Source: an optimization exercise on an open RTL-to-GDS flow (aim: small area and a short achievable clock period). Production flows keep margins and buffers that such runs may drop. No run shown here included a check of the RTL's function; only the layout flow was run. No driver is modelled on the clock port, so clocking that relies on it looks cheaper here than on a real chip. No activity file was given, so power comes from the tool's default toggle rates.

## flow/design.v (module list and top-level ports; edited modules follow where they fit)
// module bin_mult: 3469 lines
module bin_mult #(
  parameter int WIDTH  = 32,
  parameter int STAGES = 4
) (
  input  logic               CLK,
  input  logic               rst_n,
  input  logic [WIDTH-1:0]   A,
  input  logic [WIDTH-1:0]   B,
  output logic [2*WIDTH-1:0] C
);
  // ...
==> flow/flow/run.sh <==
#!/bin/bash
# Own layout flow: the standard synthesis, then a polarity pass over the mapped
# netlist (flow/polarity.py: flips full adders and 2-input gates to remove
# inverters; same registers, same function), then the standard layout steps
# with the make settings listed one per line in flow/extra.txt, and a hook
# after CTS (flow/post_cts.tcl) that lets the clock port drive the first level
# of the clock tree directly.
set -uo pipefail
R=orfs/results/sky130hd/bin_mult/base
EXTRA=()
if [[ -f flow/extra.txt ]]; then readarray -t EXTRA < <(grep -v '^\s*$' flow/extra.txt); fi
bash standard.sh synth > log_synth.txt 2>&1 || { tail -20 log_synth.txt; exit 1; }
cp $R/1_2_yosys.v $R/1_2_yosys_standard.v
python3 flow/polarity.py $R/1_2_yosys_standard.v $R/1_2_yosys_polarity.v > log_polarity.txt 2>&1 || { cat log_polarity.txt; exit 1; }
cp $R/1_2_yosys_polarity.v $R/1_2_yosys.v
rm -f $R/1_synth.odb
bash standard.sh finish "POST_CTS_TCL=$PWD/flow/post_cts.tcl" "${EXTRA[@]}" > log_layout.txt 2>&1 || { tail -20 log_layout.txt; exit 1; }
==> flow/flow/extra.txt <==
SETUP_SLACK_MARGIN=6.2
BUFFER_PORTS_ARGS=-buffer_cell sky130_fd_sc_hd__buf_1
==> flow/flow/polarity.py <==
#!/usr/bin/env python3
"""Re-choose signal polarities in a mapped sky130hd netlist to remove inverters.

A full adder is self-dual: FA(~a,~b,~c) = (~sum, ~cout). So each fa_1 may be
flipped (fed the complements of its inputs, giving the complements of its
outputs). A 2-input AND/OR-type gate may take complemented inputs and/or give a
complemented output (and2, nand2, nor2, or2 are one function under the four
choices), and an XOR-type gate may give a complemented output (xor2, xnor2).
Half adders are split into an XOR-type and an AND-type gate first. Inverter
chains are collapsed, the choices are made to minimise the area of the gates
and of the inverters still needed, and those inverters are re-created.
Registers, ports and all other cells keep their function and connections.

usage: polarity.py in.v out.v
"""
import re, sys, random
from collections import defaultdict

PFX = 'sky130_fd_sc_hd__'
AREA = {'inv_1': 3.7536, 'and2_1': 6.256, 'nand2_1': 3.7536, 'or2_1': 6.256,
        'nor2_1': 3.7536, 'xor2_1': 8.7584, 'xnor2_1': 8.7584}
OUTPIN = {'and2_1': 'X', 'nand2_1': 'Y', 'or2_1': 'X', 'nor2_1': 'Y',
          'xor2_1': 'X', 'xnor2_1': 'Y'}
# (input flip, output flip) -> cell, for each starting cell
AO = {
    'and2_1':  {(0, 0): 'and2_1', (0, 1): 'nand2_1', (1, 0): 'nor2_1', (1, 1): 'or2_1'},
    'nand2_1': {(0, 0): 'nand2_1', (0, 1): 'and2_1', (1, 0): 'or2_1', (1, 1): 'nor2_1'},
    'or2_1':   {(0, 0): 'or2_1', (0, 1): 'nor2_1', (1, 0): 'nand2_1', (1, 1): 'and2_1'},
    'nor2_1':  {(0, 0): 'nor2_1', (0, 1): 'or2_1', (1, 0): 'and2_1', (1, 1): 'nand2_1'},
    'xor2_1':  {(0, 0): 'xor2_1', (0, 1): 'xnor2_1', (1, 0): 'xor2_1', (1, 1): 'xnor2_1'},
    'xnor2_1': {(0, 0): 'xnor2_1', (0, 1): 'xor2_1', (1, 0): 'xnor2_1', (1, 1): 'xor2_1'},
}
OUTPINS = {'X', 'Y', 'Q', 'Q_N', 'SUM', 'COUT', 'HI', 'LO'}

def short(t): return t[len(PFX):] if t.startswith(PFX) else t

src = open(sys.argv[1]).read()
first = src.find('  ' + PFX)
header = src[:first]
foot = src.rfind('endmodule')
body = src[first:foot]
cell_re = re.compile(r'\s*(\S+)\s+(\S+)\s*\((.*?)\);', re.S)
pin_re = re.compile(r'\.(\w+)\(\s*((?:\\\S+|[^()\s])+(?:\s*\[\d+\])?)\s*\)')
cells = []
for cm in cell_re.finditer(body):
    cells.append([cm.group(1), cm.group(2), [(p, n.strip()) for p, n in pin_re.findall(cm.group(3))]])
assert body.count(PFX) == len(cells), "parse mismatch"
assert 'assign' not in body

ports = set(mm.group(3) for mm in re.finditer(r'^\s*(input|output)\s+(\[\d+:\d+\]\s+)?(\S+);', header, re.M))
def is_port(net): return net.split('[')[0].strip() in ports

# split half adders
split = []
for typ, name, pl in cells:
    if short(typ) == 'ha_1':
        d = dict(pl)
        split.append([PFX + 'xor2_1', name + 'x', [('A', d['A']), ('B', d['B']), ('X', d['SUM'])]])
        split.append([PFX + 'and2_1', name + 'a', [('A', d['A']), ('B', d['B']), ('X', d['COUT'])]])
    else:
        split.append([typ, name, pl])
cells = split

driver = {}
for ci, (typ, name, pl) in enumerate(cells):
    for p, n in pl:
        if p in OUTPINS: driver[n] = ci
transp = set(ci for ci, (typ, name, pl) in enumerate(cells)
             if short(typ) == 'inv_1' and not is_port(dict(pl)['Y']))
memo = {}
def root(net):
    if net in memo: return memo[net]
    ci = driver.get(net)
    if ci is not None and ci in transp:
        r, ph = root(dict(cells[ci][2])['A'])
        res = (r, ph ^ 1)
    else:
        res = (net, 0)
    memo[net] = res
    return res

# variables: FA -> one var (in = out); gates -> in var and out var
nv = 0
invar, outvar = {}, {}
for ci, (typ, name, pl) in enumerate(cells):
    st = short(typ)
    if st == 'fa_1':
        invar[ci] = outvar[ci] = nv; nv += 1
    elif st in AO:
        invar[ci] = nv; outvar[ci] = nv + 1; nv += 2
x = [0] * nv
cons = defaultdict(list)
for ci, (typ, name, pl) in enumerate(cells):
    if ci in transp: continue
    for p, n in pl:
        if p in OUTPINS: continue
        r, ph = root(n)
        cons[r].append((ci, ph))
port_need = defaultdict(set)
for n in list(driver):
    if is_port(n):
        r, ph = root(n)
        if (r, ph) != (n, 0): port_need[r].add(ph)

def xd(r):
    ci = driver.get(r)
    v = outvar.get(ci) if ci is not None else None
    return x[v] if v is not None else 0
def xc(ci):
    v = invar.get(ci)
    return x[v] if v is not None else 0
def need_inv(r):
    d = xd(r)
    for (ci, ph) in cons[r]:
        if ph ^ d ^ xc(ci): return True
    for ph in port_need.get(r, ()):
        if ph ^ d: return True
    return False
def cell_area(ci):
    st = short(cells[ci][0])
    if st not in AO: return 0.0
    return AREA[AO[st][(x[invar[ci]], x[outvar[ci]])]]
roots_of_var = defaultdict(set)
cells_of_var = defaultdict(set)
for ci in invar:
    for p, n in cells[ci][2]:
        if p in OUTPINS: roots_of_var[outvar[ci]].add(n)
        else: roots_of_var[invar[ci]].add(root(n)[0])
    cells_of_var[invar[ci]].add(ci); cells_of_var[outvar[ci]].add(ci)
allroots = set(cons) | set(port_need)
def total():
    return sum(AREA['inv_1'] for r in allroots if need_inv(r)) + sum(cell_area(ci) for ci in invar)
def local_cost(v):
    return sum(AREA['inv_1'] for r in roots_of_var[v] if need_inv(r)) + sum(cell_area(ci) for ci in cells_of_var[v])
def search():
    improved, it = True, 0
    while improved and it < 50:
        improved = False; it += 1
        for v in range(nv):
            c0 = local_cost(v); x[v] ^= 1
            if local_cost(v) < c0 - 1e-9: improved = True
            else: x[v] ^= 1
    return total()

t0 = total()
is_fa = lambda ci: short(cells[ci][0]) == 'fa_1'
adj = defaultdict(list)
for r, lst in cons.items():
    d = driver.get(r)
    if d is None or not is_fa(d): continue
    for (ci, ph) in lst:
        if is_fa(ci):
            adj[outvar[d]].append((invar[ci], ph)); adj[invar[ci]].append((outvar[d], ph))
comp, comps = {}, []
for ci in invar:
    v0 = invar[ci]
    if not is_fa(ci) or v0 in comp: continue
    cid = len(comps); comps.append([v0]); comp[v0] = cid
    stack = [v0]
    while stack:
        u = stack.pop()
        for (w, ph) in adj[u]:
            if w not in comp:
                comp[w] = cid; x[w] = x[u] ^ ph; comps[-1].append(w); stack.append(w)
gate_vars = [v for ci in invar if not is_fa(ci) for v in (invar[ci], outvar[ci])]
def gate_fix():
    for _ in range(3):
        for v in gate_vars:
            c0 = local_cost(v); x[v] ^= 1
            if local_cost(v) >= c0 - 1e-9: x[v] ^= 1
for vs in comps:
    gate_fix(); c0 = total()
    for v in vs: x[v] ^= 1
    gate_fix()
    if total() >= c0 - 1e-9:
        for v in vs: x[v] ^= 1
best = (search(), list(x))
x[:] = best[1]
t1 = total()

# rebuild
newinv, out_cells = {}, []
def phys(r, ph):
    if ph == 0: return r
    if r not in newinv: newinv[r] = f"_pol{len(newinv)}_"
    return newinv[r]
for ci, (typ, name, pl) in enumerate(cells):
    if ci in transp: continue
    st = short(typ)
    npl = []
    for p, n in pl:
        if p in OUTPINS: npl.append((p, n)); continue
        r, ph = root(n)
        npl.append((p, phys(r, ph ^ xd(r) ^ xc(ci))))
    if st in AO:
        nt = AO[st][(x[invar[ci]], x[outvar[ci]])]
        npl = [((OUTPIN[nt] if p in OUTPINS else p), n) for p, n in npl]
        typ = PFX + nt
    out_cells.append((typ, name, npl))
for r, nm in newinv.items():
    out_cells.append((PFX + 'inv_1', nm + 'i', [('A', r), ('Y', nm)]))
lines = [header.rstrip('\n')]
lines += [f"  wire {nm};" for nm in newinv.values()]
for typ, name, pl in out_cells:
    lines.append(f"  {typ} {name} (")
    lines.append(",\n".join(f"    .{p}({n}{' ' if n.startswith(chr(92)) else ''})" for p, n in pl))
    lines.append("  );")
lines.append("endmodule")
open(sys.argv[2], 'w').write("\n".join(lines) + "\n")
sys.stderr.write(f"polarity: {len(comps)} FA groups; inverters {len(transp)} -> {len(newinv)}; "
                 f"flexible-cell area {t0:.0f} -> {t1:.0f} ({t1 - t0:+.0f} um2)\n")
==> flow/flow/post_cts.tcl <==
set block [ord::get_db_block]
set root [$block findInst clkbuf_0_CLK]
if {$root != "NULL"} {
  set clk_net [[$root findITerm A] getNet]
  set out_net [[$root findITerm X] getNet]
  set loads {}
  foreach it [$out_net getITerms] {
    if {[$it getInst] != $root} { lappend loads $it }
  }
  if {[llength $loads] <= 4 && [llength [$out_net getBTerms]] == 0} {
    foreach it $loads {
      $it disconnect
      $it connect $clk_net
    }
    odb::dbInst_destroy $root
    odb::dbNet_destroy $out_net
    puts "post_cts: removed root clock buffer, port drives [llength $loads] buffers"
    estimate_parasitics -placement
    repair_timing_helper
    detailed_placement
    check_placement -verbose
  } else {
    puts "post_cts: root buffer has [llength $loads] loads, kept"
  }
}
==> flow/standard.sh <==
#!/bin/bash
# synth_recipe.tcl (not shown) runs the flow's synth.tcl, then flattens the netlist and writes it again
# the make line also repeats each setting of config.mk as NAME=value (left out here)
make -C /OpenROAD-flow-scripts/flow DESIGN_CONFIG=/design/flow/config.mk WORK_HOME=/design/flow/orfs CLKGATE_MAP_FILE= SYNTH_SCRIPT=/design/flow/synth_recipe.tcl "${@:-finish}"
==> flow/config.mk <==
export PLATFORM = sky130hd
export DESIGN_NAME = bin_mult
export DESIGN_NICKNAME = bin_mult
export VERILOG_FILES = /design/flow/design.v
export SDC_FILE = /design/flow/constraint.sdc
export NUM_CORES = 4
export LEC_CHECK = 0
export CAP_MARGIN = 20
export CORE_MARGIN = 2
export CORE_UTILIZATION = 60
export CTS_CLUSTER_DIAMETER = 80
export CTS_CLUSTER_SIZE = 24
export PLACE_DENSITY = 0.7
export SLEW_MARGIN = 20
==> flow/constraint.sdc <==
create_clock -name core_clock -period 9.0 [get_ports {CLK}]
set_input_delay 1.8000 -clock core_clock [delete_from_list [all_inputs] [get_ports {CLK}]]
set_output_delay 1.8000 -clock core_clock [all_outputs]
set_load 0.01 [all_outputs]
==> impl_metrics.json, run 1 <==
{
  "worst_pin_slew_ps": 914,
  "largestRegisters": "C (64), b_r (48)",
  "crit_path_end": "C[56]",
  "multi_input_cells": 2025,
  "regToRegSetupSlack_ps": 6030,
  "worstHoldPathType": "register to register",
  "antenna_found_initial": 4,
  "drc": 0,
  "p_total_uw": 13700,
  "viasPerCell": 6.31,
  "powerDensity_mw_per_mm2": 363,
  "switchingPower_uw": 5770,
  "status": "no timing/DRC/antenna violations",
  "nets": 3498,
  "grt_pass1_wl_um": 150000,
  "drive_above_1_share_pct": 9.68,
  "final_cell_area_sq_mm": 0.0379,
  "hold_violations": 0,
  "top_power_group": "combinational logic",
  "p_int_uw": 7970,
  "cp-end-kind": "register",
  "coreArea_sq_mm": 0.0575,
  "area_delta_synth_final_pct": 8.99,
  "min_delay_path_depth": 0,
  "cts_tree": "yes",
  "reg2reg_from": "h3_14[0]",
  "dp_slack_ps": 5770,
  "hold_ws_ps": 325,
  "wl_met3_um": 15000,
  "busiest_layer": "met2",
  "cp.arrival_ps": 3270,
  "placed_cell_area_sq_mm": 0.0356,
  "nonClockInverterCount": 69,
  "syn_inst": 2931,
  "die_y_um": 245,
  "met2_length_um": 41800
}
==> run 2, diff against run 1 <==
--- a/flow/design.v
+++ b/flow/design.v
@@ -5,16 +5,17 @@
   input  logic               CLK,
   input  logic               rst_n,
   input  logic [WIDTH-1:0]   A,
   input  logic [WIDTH-1:0]   B,
   output logic [2*WIDTH-1:0] C
 );
   logic [31:0] a_r;
   logic [48:0] b_r;
+  logic [31:0] braw_r;
   logic [3:0]  v_r;
   logic [63:0] prod;
   logic [0:0] h1_0;
   logic [0:0] h1_1;
   logic [0:0] h1_2;
   logic [0:0] h1_3;
   logic [1:0] h1_4;
   logic [2:0] h1_5;
@@ -732,16 +733,56 @@
   logic s265;
   logic c266;
   assign s265 = ~(~b_r[12]) ^ ~(((b_r[16] & a_r[31]) | (b_r[17] & a_r[30])) ^ b_r[15]) ^ c264;
   assign c266 = (~(~b_r[12]) & ~(((b_r[16] & a_r[31]) | (b_r[17] & a_r[30])) ^ b_r[15])) | (~(~b_r[12]) & c264) | (~(((b_r[16] & a_r[31]) | (b_r[17] & a_r[30])) ^ b_r[15]) & c264);
   logic s267;
   logic c268;
   assign s267 = 1'b0 ^ ~(((b_r[17] & a_r[31])) ^ b_r[15]) ^ c266;
   assign c268 = (1'b0 & ~(((b_r[17] & a_r[31])) ^ b_r[15])) | (1'b0 & c266) | (~(((b_r[17] & a_r[31])) ^ b_r[15]) & c266);
+  logic e6_n, e6_o, e6_t;
+  assign e6_n = braw_r[13];
+  assign e6_o = braw_r[12] ^ braw_r[11];
+  assign e6_t = (braw_r[13] & ~braw_r[12] & ~braw_r[11]) | (~braw_r[13] & braw_r[12] & braw_r[11]);
+  logic e7_n, e7_o, e7_t;
+  assign e7_n = braw_r[15];
+  assign e7_o = braw_r[14] ^ braw_r[13];
+  assign e7_t = (braw_r[15] & ~braw_r[14] & ~braw_r[13]) | (~braw_r[15] & braw_r[14] & braw_r[13]);
+  logic e8_n, e8_o, e8_t;
+  assign e8_n = braw_r[17];
+  assign e8_o = braw_r[16] ^ braw_r[15];
+  assign e8_t = (braw_r[17] & ~braw_r[16] & ~braw_r[15]) | (~braw_r[17] & braw_r[16] & braw_r[15]);
+  logic e9_n, e9_o, e9_t;
+  assign e9_n = braw_r[19];
+  assign e9_o = braw_r[18] ^ braw_r[17];
+  assign e9_t = (braw_r[19] & ~braw_r[18] & ~braw_r[17]) | (~braw_r[19] & braw_r[18] & braw_r[17]);
+  logic e10_n, e10_o, e10_t;
+  assign e10_n = braw_r[21];
+  assign e10_o = braw_r[20] ^ braw_r[19];
+  assign e10_t = (braw_r[21] & ~braw_r[20] & ~braw_r[19]) | (~braw_r[21] & braw_r[20] & braw_r[19]);
+  logic e11_n, e11_o, e11_t;
+  assign e11_n = braw_r[23];
+  assign e11_o = braw_r[22] ^ braw_r[21];
+  assign e11_t = (braw_r[23] & ~braw_r[22] & ~braw_r[21]) | (~braw_r[23] & braw_r[22] & braw_r[21]);
+  logic e12_n, e12_o, e12_t;
+  assign e12_n = braw_r[25];
+  assign e12_o = braw_r[24] ^ braw_r[23];
+  assign e12_t = (braw_r[25] & ~braw_r[24] & ~braw_r[23]) | (~braw_r[25] & braw_r[24] & braw_r[23]);
+  logic e13_n, e13_o, e13_t;
+  assign e13_n = braw_r[27];
+  assign e13_o = braw_r[26] ^ braw_r[25];
+  assign e13_t = (braw_r[27] & ~braw_r[26] & ~braw_r[25]) | (~braw_r[27] & braw_r[26] & braw_r[25]);
+  logic e14_n, e14_o, e14_t;
+  assign e14_n = braw_r[29];
+  assign e14_o = braw_r[28] ^ braw_r[27];
+  assign e14_t = (braw_r[29] & ~braw_r[28] & ~braw_r[27]) | (~braw_r[29] & braw_r[28] & braw_r[27]);
+  logic e15_n, e15_o, e15_t;
+  assign e15_n = braw_r[31];
+  assign e15_o = braw_r[30] ^ braw_r[29];
+  assign e15_t = (braw_r[31] & ~braw_r[30] & ~braw_r[29]) | (~braw_r[31] & braw_r[30] & braw_r[29]);
   logic s269;
   logic c270;
   assign s269 = ~(h1_4[0] ^ h1_4[1]);
   assign c270 = h1_4[0] | h1_4[1];
   logic s271;
   logic c272;
   assign s271 = h1_5[0] ^ h1_5[1] ^ h1_5[2];
   assign c272 = (h1_5[0] & h1_5[1]) | (h1_5[0] & h1_5[2]) | (h1_5[1] & h1_5[2]);
@@ -3047,17 +3088,55 @@
   assign xs[45] = p0[45] ^ pg1336;
   assign xs[46] = p0[46] ^ pg1338;
   assign xs[47] = p0[47] ^ pg1340;
   assign xs[48] = p0[48] ^ pg1342;
   assign xs[49] = p0[49] ^ pg1344;
   assign prod = {~xs[49], ~xs[48], ~xs[47], ~xs[46], ~xs[45], ~xs[44], ~xs[43], ~xs[42], ~xs[41], ~xs[40], ~xs[39], ~xs[38], ~xs[37], ~xs[36], ~xs[35], ~xs[34], ~xs[33], ~xs[32], ~xs[31], ~xs[30], ~xs[29], ~xs[28], ~xs[27], ~xs[26], ~xs[25], ~xs[24], ~xs[23], ~xs[22], ~xs[21], ~xs[20], ~xs[19], ~xs[18], ~xs[17], ~xs[16], ~xs[15], ~xs[14], ~xs[13], ~xs[12], ~xs[11], ~xs[10], ~xs[9], ~xs[8], ~xs[7], ~xs[6], ~xs[5], ~xs[4], ~xs[3], ~xs[2], ~xs[1], ~xs[0], ~h3_13[0], ~h3_12[0], ~h3_11[0], ~h3_10[0], ~h3_9[0], ~h3_8[0], ~h3_7[0], ~h3_6[0], ~h3_5[0], ~h3_4[0], ~h3_3[0], ~h3_2[0], ~h3_1[0], ~h3_0[0]};
   always_ff @(posedge CLK) begin
     a_r <= A;
-    b_r <= b_enc;
+    b_r[0] <= b_enc[0];
+    b_r[1] <= b_enc[1];
+    b_r[2] <= b_enc[2];
+    b_r[3] <= b_enc[3];
+    b_r[4] <= b_enc[4];
+    b_r[5] <= b_enc[5];
+    b_r[6] <= b_enc[6];
+    b_r[7] <= b_enc[7];
+    b_r[8] <= b_enc[8];
+    b_r[9] <= b_enc[9];
+    b_r[10] <= b_enc[10];
+    b_r[11] <= b_enc[11];
+    b_r[12] <= b_enc[12];
+    b_r[13] <= b_enc[13];
+    b_r[14] <= b_enc[14];
+    b_r[15] <= b_enc[15];
+    b_r[16] <= b_enc[16];
+    b_r[17] <= b_enc[17];
+    braw_r[11] <= B[11];
+    braw_r[12] <= B[12];
+    braw_r[13] <= B[13];
+    braw_r[14] <= B[14];
+    braw_r[15] <= B[15];
+    braw_r[16] <= B[16];
+    braw_r[17] <= B[17];
+    braw_r[18] <= B[18];
+    braw_r[19] <= B[19];
+    braw_r[20] <= B[20];
+    braw_r[21] <= B[21];
+    braw_r[22] <= B[22];
+    braw_r[23] <= B[23];
+    braw_r[24] <= B[24];
+    braw_r[25] <= B[25];
+    braw_r[26] <= B[26];
+    braw_r[27] <= B[27];
+    braw_r[28] <= B[28];
+    braw_r[29] <= B[29];
+    braw_r[30] <= B[30];
+    braw_r[31] <= B[31];
     h1_0[0] <= s1;
     h1_1[0] <= s3;
     h1_2[0] <= s7;
     h1_3[0] <= s11;
     h1_4[0] <= c12;
     h1_4[1] <= s15;
     h1_5[0] <= c14;
     h1_5[1] <= s17;
@@ -3135,47 +3214,47 @@
     h1_40[0] <= c260;
     h1_40[1] <= s263;
     h1_40[2] <= c262;
     h1_41[0] <= s265;
     h1_42[0] <= s267;
     h1_43[0] <= ~(~b_r[15]);
     h1_43[1] <= c268;
     a1_r <= a_r;
-    b1_r[18] <= b_r[18];
-    b1_r[19] <= b_r[19];
-    b1_r[20] <= b_r[20];
-    b1_r[21] <= b_r[21];
-    b1_r[22] <= b_r[22];
-    b1_r[23] <= b_r[23];
-    b1_r[24] <= b_r[24];
-    b1_r[25] <= b_r[25];
-    b1_r[26] <= b_r[26];
-    b1_r[27] <= b_r[27];
-    b1_r[28] <= b_r[28];
-    b1_r[29] <= b_r[29];
-    b1_r[30] <= b_r[30];
-    b1_r[31] <= b_r[31];
-    b1_r[32] <= b_r[32];
-    b1_r[33] <= b_r[33];
-    b1_r[34] <= b_r[34];
-    b1_r[35] <= b_r[35];
-    b1_r[36] <= b_r[36];
-    b1_r[37] <= b_r[37];
-    b1_r[38] <= b_r[38];
-    b1_r[39] <= b_r[39];
-    b1_r[40] <= b_r[40];
-    b1_r[41] <= b_r[41];
-    b1_r[42] <= b_r[42];
-    b1_r[43] <= b_r[43];
-    b1_r[44] <= b_r[44];
-    b1_r[45] <= b_r[45];
-    b1_r[46] <= b_r[46];
-    b1_r[47] <= b_r[47];
-    b1_r[48] <= b_r[48];
+    b1_r[18] <= e6_n;
+    b1_r[19] <= e6_o;
+    b1_r[20] <= e6_t;
+    b1_r[21] <= e7_n;
+    b1_r[22] <= e7_o;
+    b1_r[23] <= e7_t;
+    b1_r[24] <= e8_n;
+    b1_r[25] <= e8_o;
+    b1_r[26] <= e8_t;
+    b1_r[27] <= e9_n;
+    b1_r[28] <= e9_o;
+    b1_r[29] <= e9_t;
+    b1_r[30] <= e10_n;
+    b1_r[31] <= e10_o;
+    b1_r[32] <= e10_t;
+    b1_r[33] <= e11_n;
+    b1_r[34] <= e11_o;
+    b1_r[35] <= e11_t;
+    b1_r[36] <= e12_n;
+    b1_r[37] <= e12_o;
+    b1_r[38] <= e12_t;
+    b1_r[39] <= e13_n;
+    b1_r[40] <= e13_o;
+    b1_r[41] <= e13_t;
+    b1_r[42] <= e14_n;
+    b1_r[43] <= e14_o;
+    b1_r[44] <= e14_t;
+    b1_r[45] <= e15_n;
+    b1_r[46] <= e15_o;
+    b1_r[47] <= e15_t;
+    b1_r[48] <= braw_r[31];
     h2_0[0] <= h1_0[0];
     h2_1[0] <= h1_1[0];
     h2_2[0] <= h1_2[0];
     h2_3[0] <= h1_3[0];
     h2_4[0] <= s269;
     h2_5[0] <= s273;
     h2_6[0] <= s277;
     h2_7[0] <= s281;
==> run 2 against run 1 <==
  * Cell area shrank 1.3%
  * Maximum frequency grew 1.2%
  * Critical path depth shrank 2
  * Core utilization shrank 0.72 points
  * Still clean on timing, DRC and antenna
  * Worst setup slack gained 34 ps
  * Hold slack gained 7.6 ps
  * Critical endpoint is now C[45]
  * First-iteration DRC count shrank 2.8%
==> impl_metrics.json, run 2 <==
{
  "syn_inst": 2948,
  "coreArea_sq_mm": 0.0574,
  "detailroute.via_count": 23800,
  "switching_share_pct": 42.0,
  "nets": 3483,
  "clk-insertion-delay-late_ps": 390,
  "viasPerCell": 6.41,
  "start_util_pct": 60.3,
  "chipWidth_um": 244,
  "synth_nets": 3508,
  "pwr-share-seq_pct": 33.8,
  "antenna_found_initial": 2,
  "clock_skew_ps": 16.9,
  "maxCapViolCount": 0,
  "placed_cells": 3625,
  "cp-end-kind": "register",
  "hold_violations": 0,
  "timing_worst_setup_path_type": "register to register",
  "cp.arrival_ps": 3240,
  "final_common_cell": "a22oi_1",
  "crit_chain": "or2_1 -> fa_2 -> a211oi_2 -> o211ai_1 -> a41oi_2 -> buf_6 -> a21oi_4 -> o41a_1 -> or4_1 -> a21oi_1",
  "io_buffers": 129,
  "nFillCells": 4352,
  "die_y_um": 244,
  "cts.sinks": 571,
  "wl_um": 99200,
  "setup_viol": 0,
  "die_area_sq_mm": 0.0596,
  "netlist_area_sq_mm": 0.0346,
  "worst_pin_slew_ps": 1040,
  "rsz0062_at_grt": "yes",
  "vdd_ir_drop_max_mv": 0.245,
  "switchingPower_uw": 5620,
  "largest-register": "C",
  "p_comb_share_pct": 53.7,
  "fin_crit_sh_pct": 32.6,
  "wl_per_cell_um": 26.7,
  "p_total_uw": 13400,
  "critical_path_buf_inv_count": 1,
  "crit_path_max_fanout": 4,
  "layout_common_cells": "a22oi_1, fa_1, dfxtp_1",
  "grt_pass1_vias": 25100,
  "fmax_ghz": 0.341,
  "drtIter0Drc": 2957,
  "drv_slew": 0,
  "p_int_uw": 7750,
  "p_clk_share_pct": 12.5,
  "drive_above_1_share_pct": 7.98,
  "yosys_warnings": 1,
  "area_delta_synth_final_pct": 7.96,
  "cp_slowest_cell": "o41a_1",
  "first_pass_iters": 7,
  "tns_ps": 0,
  "rows": 88,
  "slowest_delay_ps": 450,
  "drc": 0,
  "placed_cell_area_sq_mm": 0.0354,
  "globalRouteOverflowTotal": 0,
  "ant_nets": 0,
  "grt_max_degree": 69,
  "dp_hpwl_um": 64000,
  "worst_ep_required_time_ps": 9310,
  "place_congestion": 0.960,
  "p_leak_uw": 0.0144,
  "largest_register_ffs": 64,
  "cp_top_family": "compound AO/OA/AOI/OAI gates",
  "diodes": 0,
  "avgSynthCellArea_sq_um": 11.7,
  "worstHoldPathType": "register to register",
  "slew_headroom_pct": 31.0,
  "status": "no timing/DRC/antenna violations",
  "powerDensity_mw_per_mm2": 358,
  "grt_pass1_wl_um": 151000,
  "layout_min_cycle_time_ps": 2940,
  "hold_ws_ps": 333,
  "clkTransAtPathRegs_ps": 90,
  "cp-start-kind": "register",
  "final_cell_area_sq_mm": 0.0374,
  "final_cells": 3709,
  "top_level_ports": 130,
  "cts_tree": "yes",
  "largestRegisters": "C (64), a1_r (32), a_r (32)",
  "track_usage_pct": 33.3
}
## run 2: changes by cell type in the layout (fill, tap and decap cells not counted), sizes merged, moves of 9 or more
cell   before  now
dfxtp     513  503
xnor2     209  200
and2       86   62
nor2b      23    3
buf       224  197
nor3        5   17
nor2       20   50
## run 2: area by class of cell
cell class,count,area [sq um],share of cell area (%)
tap,765,957,2.56
sequential,571,11900,31.9
clock inverter,14,178,0.475
clock buffer,42,933,2.50
inverter,70,292,0.780
timing repair buffer,198,1250,3.33
multi-input combinational,2049,21800,58.4
## run 2: layer usage
metal	track usage [%]	share of wire [%]	vias to the layer above
met2	49.3	43	1821
met4	11.1	4.2	4
met3	11.9	15	367
li1	-	-	9756
met1	45.8	38	11800
met5	0	0.027	-
## run 2: per-stage QoR
step	utilization, %	setup WS [ps]
after floorplan	-	6200
after global placement	61.7	5300
after detailed placement	61.8	5270
after global routing	65.2	5990
final	65.2	6060
## run 2: power groups by stage
stage	Sequential (uW)	Combinational, uW	Clock (uW)
5_1_grt	4620	8060	1800
3_3_place_gp	4530	6540	0
6_report	4520	7190	1670
3_5_place_dp	4550	6890	0
2_1_floorplan	4260	4560	0
## run 2: worst paths after layout
kind | startpoint | endpoint | slack, ps | depth (start not counted)
worst max register to register | h3_14[1] | C[45] | 6060 | 10
worst min register to register | h1_10[0] | h2_10[0] | 330 | 0
min in group asynchronous | rst_n | C[14] | 1680 | 3
max in group asynchronous | rst_n | C[55] | 6770 | 3
worst min-delay path | h1_10[0] | h2_10[0] | 330 | 0
worst max-delay path | h3_14[1] | C[45] | 6060 | 10

-- separate check: timing with driven ports --
How much do the figures lean on ideal ports? The routed layouts below were timed once more, with nothing changed but the port constraints.
Step 1 (the two cells are an assumption about what drives the block):
set clk [get_ports {CLK}]
set_driving_cell -lib_cell sky130_fd_sc_hd__clkbuf_16 $clk
set_driving_cell -lib_cell sky130_fd_sc_hd__buf_2 [delete_from_list [all_inputs] $clk]
Step 2 also shifts input and output timing later by t, the mid clock arrival at the registers, as if the neighbouring blocks saw the same clock.
Slacks: ideal / step 1 / step 2; pairs: ideal / step 1.
run | t, ns | setup WS [ns] | worst setup path at the end | worst register clock-pin slew, ns
run 1 | 0.517 | 6.030 / 6.030 / 6.030 | register to register | 0.10 / 0.10
run 2 | 0.505 | 6.064 / 6.064 / 6.064 | register to register | 0.09 / 0.09
After both steps every run listed still meets setup and hold.
